This is an optimization exercise on Yosys and OpenROAD, whose aim is small area, a short achievable clock period and few clock cycles per item, not a production implementation. Where RTL was checked, it was by simulation tests only, not by an equivalence proof against the original.

Design bch, start of the top module:
module bch (
	input  logic        i_clk,
	input  logic        i_arst_n,
	input  logic        i_set,
	input  logic [63:0] i_data,
	output logic        o_ready,
	output logic        o_finish,
	output logic [9:0]  o_data
);
clock: 6.5 ns
lec_check: 0
abc_area: 1
cap_margin: 20
core_margin: 2
core_utilization: 40
setup_slack_margin: 3.4
slew_margin: 20
standard.sh (not shown) runs the stock make flow with config.mk's settings and CLKGATE_MAP_FILE= SYNTH_SCRIPT=/design/flow/synth_recipe.tcl, a recipe that flattens the netlist after the stock synthesis.
==> flow/flow/run.sh <==
#!/bin/bash
# Standard layout, but the port buffers are sky130_fd_sc_hd__buf_4 instead of the delay
# buffer buffer_ports picks by default. Everything else is the standard flow's own flow (standard.sh).
set -euo pipefail
bash standard.sh "BUFFER_PORTS_ARGS=-buffer_cell sky130_fd_sc_hd__buf_4" finish > standard.log 2>&1
Testbench counts at the start, summed over its fixed seeds: cycles 3,169, items 192.
Edit:
--- a/flow/design.v
+++ b/flow/design.v
@@ -29,16 +29,23 @@
 	endfunction
 	function automatic [4:0] t_l31(input [4:0] x);
 		t_l31[0] = 32'h1afb9244 >> x;
 		t_l31[1] = 32'hb7903954 >> x;
 		t_l31[2] = 32'h2dd584d8 >> x;
 		t_l31[3] = 32'ha37162ac >> x;
 		t_l31[4] = 32'h7a6628f0 >> x;
 	endfunction
+	function automatic [4:0] t_l31m3(input [4:0] x);
+		t_l31m3[0] = 32'hb41365b4 >> x;
+		t_l31m3[1] = 32'h68e77418 >> x;
+		t_l31m3[2] = 32'h5f497224 >> x;
+		t_l31m3[3] = 32'h4e8a29dc >> x;
+		t_l31m3[4] = 32'h939957c >> x;
+	endfunction
 	function automatic [5:0] t_l33(input [4:0] x);
 		t_l33[0] = 32'h69555995 >> x;
 		t_l33[1] = 32'hf0c300ff >> x;
 		t_l33[2] = 32'h63be30a6 >> x;
 		t_l33[3] = 32'h5e952365 >> x;
 		t_l33[4] = 32'h56651daa >> x;
 		t_l33[5] = 32'h8000 >> x;
 	endfunction
@@ -898,16 +905,17 @@
 	logic [5:0] r_33;
 	logic [9:0] lin;      
 	logic [9:0] lx;
 	logic [4:0] qt;       
 	logic [4:0] qn;       
 	logic       qbz;      
 	logic [4:0] raw31;
 	logic [5:0] raw33;
+	logic [4:0] m3_31;
 	logic [5:0] m3_33;
 	assign lx = fin ? acc1 : lin;
 	logic [4:0] opa;
 	logic [4:0] op1b;
 	logic [4:0] op2b;
 	logic [4:0] esq;
 	assign esq  = t_sq(r_31);
 	assign opa  = st[2] ? esq : lx[4:0];
@@ -915,16 +923,17 @@
 	assign op2b = st[2] ? t_kt(r_33) : lx[9:5];
 	always_ff @(posedge i_clk) begin
 		qt  <= m32(opa, op1b);
 		qn  <= m32(opa, op2b) ^ (st[2] ? 5'd0 : (sq32(lx[4:0]) ^ sq32(lx[9:5])));
 		qbz <= (lx[9:5] == 5'd0);
 	end
 	assign raw31 = t_l31(qn);
 	assign raw33 = qbz ? 6'd0 : t_l33(qt);
+	assign m3_31 = t_l31m3(qn);
 	assign m3_33 = qbz ? 6'd0 : t_l33m3(qt);
 	logic [4:0] r1_31;    
 	logic [5:0] r1_33;
 	logic [4:0] op31;
 	logic [5:0] op33;
 	logic       s1z;      
 	logic       s3z;      
 	logic       single;
@@ -939,17 +948,17 @@
 	logic       empty;
 	always_ff @(posedge i_clk or negedge i_arst_n) begin
 		if (!i_arst_n) begin
 			st <= '0;
 		end else begin
 			st <= {st[7:0], fin};
 		end
 	end
-	assign op31 = st[0] ? {raw31[3:0], raw31[4]} : st[1] ? ~r_31 : r1_31;
+	assign op31 = st[1] ? r_31 : r1_31;
 	assign op33 = st[1] ? r_33 : r1_33;
 	assign sgl_n = !s3z && (r_31 == 5'd0) && (r_33 == 6'd0);
 	logic [9:0] exq;
 	logic       sglq;
 	assign exq = {qt, qn};
 	always_ff @(posedge i_clk) begin
 		sglq <= sgl_n;
 	end
@@ -969,21 +978,23 @@
 			s3z   <= (lin == 10'd0);
 			r1_31 <= raw31;
 			r1_33 <= raw33;
 		end
 		if (st[3]) begin
 			single <= sglq;
 			nosol  <= !s3z && ^(exq & 10'd288);
 		end
-		r_31 <= add31(raw31, op31);
-		if (st[0])
+		if (st[0]) begin
+			r_31 <= m3_31;
 			r_33 <= m3_33;
-		else
+		end else begin
+			r_31 <= add31(raw31, op31);
 			r_33 <= add33(raw33, op33);
+		end
 		if (st[6] || (st[8] && !od_lt))
 			p1 <= st[6] ? p : od;
 	end
 	assign o_finish = of;
 	assign o_data   = od;
 	always_ff @(posedge i_clk or negedge i_arst_n) begin
 		if (!i_arst_n) begin
 			of   <= 1'b0;
Routed wire length came out lower by a few percent.
Global-route usage goes down by 1.2 points.
Design area hardly moves.
Die area went down slightly.
Final cell count fell slightly.
Setup slack is worse by 54 ps.
Utilization grows by 0.38 points.
Hold slack is worse by 11 ps.
No functional check of the RTL was part of the second run of this note.

==> separate check: timing with driven ports <==
Ports are ideal in the flow. The routed layouts listed here were re-timed in OpenROAD.
Step 1 (the two cells are an assumption about what drives the block):
set clk [get_ports {i_clk}]
set_driving_cell -lib_cell sky130_fd_sc_hd__clkbuf_16 $clk
set_driving_cell -lib_cell sky130_fd_sc_hd__buf_2 [delete_from_list [all_inputs] $clk]
Step 2 moves the port delays by t, midway between the first and last clock arrival at a register: inputs arrive t later, outputs are due t later. That takes back most of the time a late clock gives input paths.
Three values: ideal ports, drivers, drivers and shift; two values: the first two.
| run | t, ns | setup slack, ns | clock arrival spread, ns | worst register clock-pin slew, ns |
|---|---|---|---|---|
| the first run | 0.400 | 3.357 / 3.357 / 3.154 | 0.018 / 0.019 | 0.08 / 0.08 |
| the second run | 0.411 | 3.303 / 3.303 / 3.151 | 0.011 / 0.010 | 0.08 / 0.08 |
After both steps every run listed still meets setup and hold. The setup slack of the first run, which loses most, moves by 0.000 ns with the drivers and by -0.203 ns with both steps.
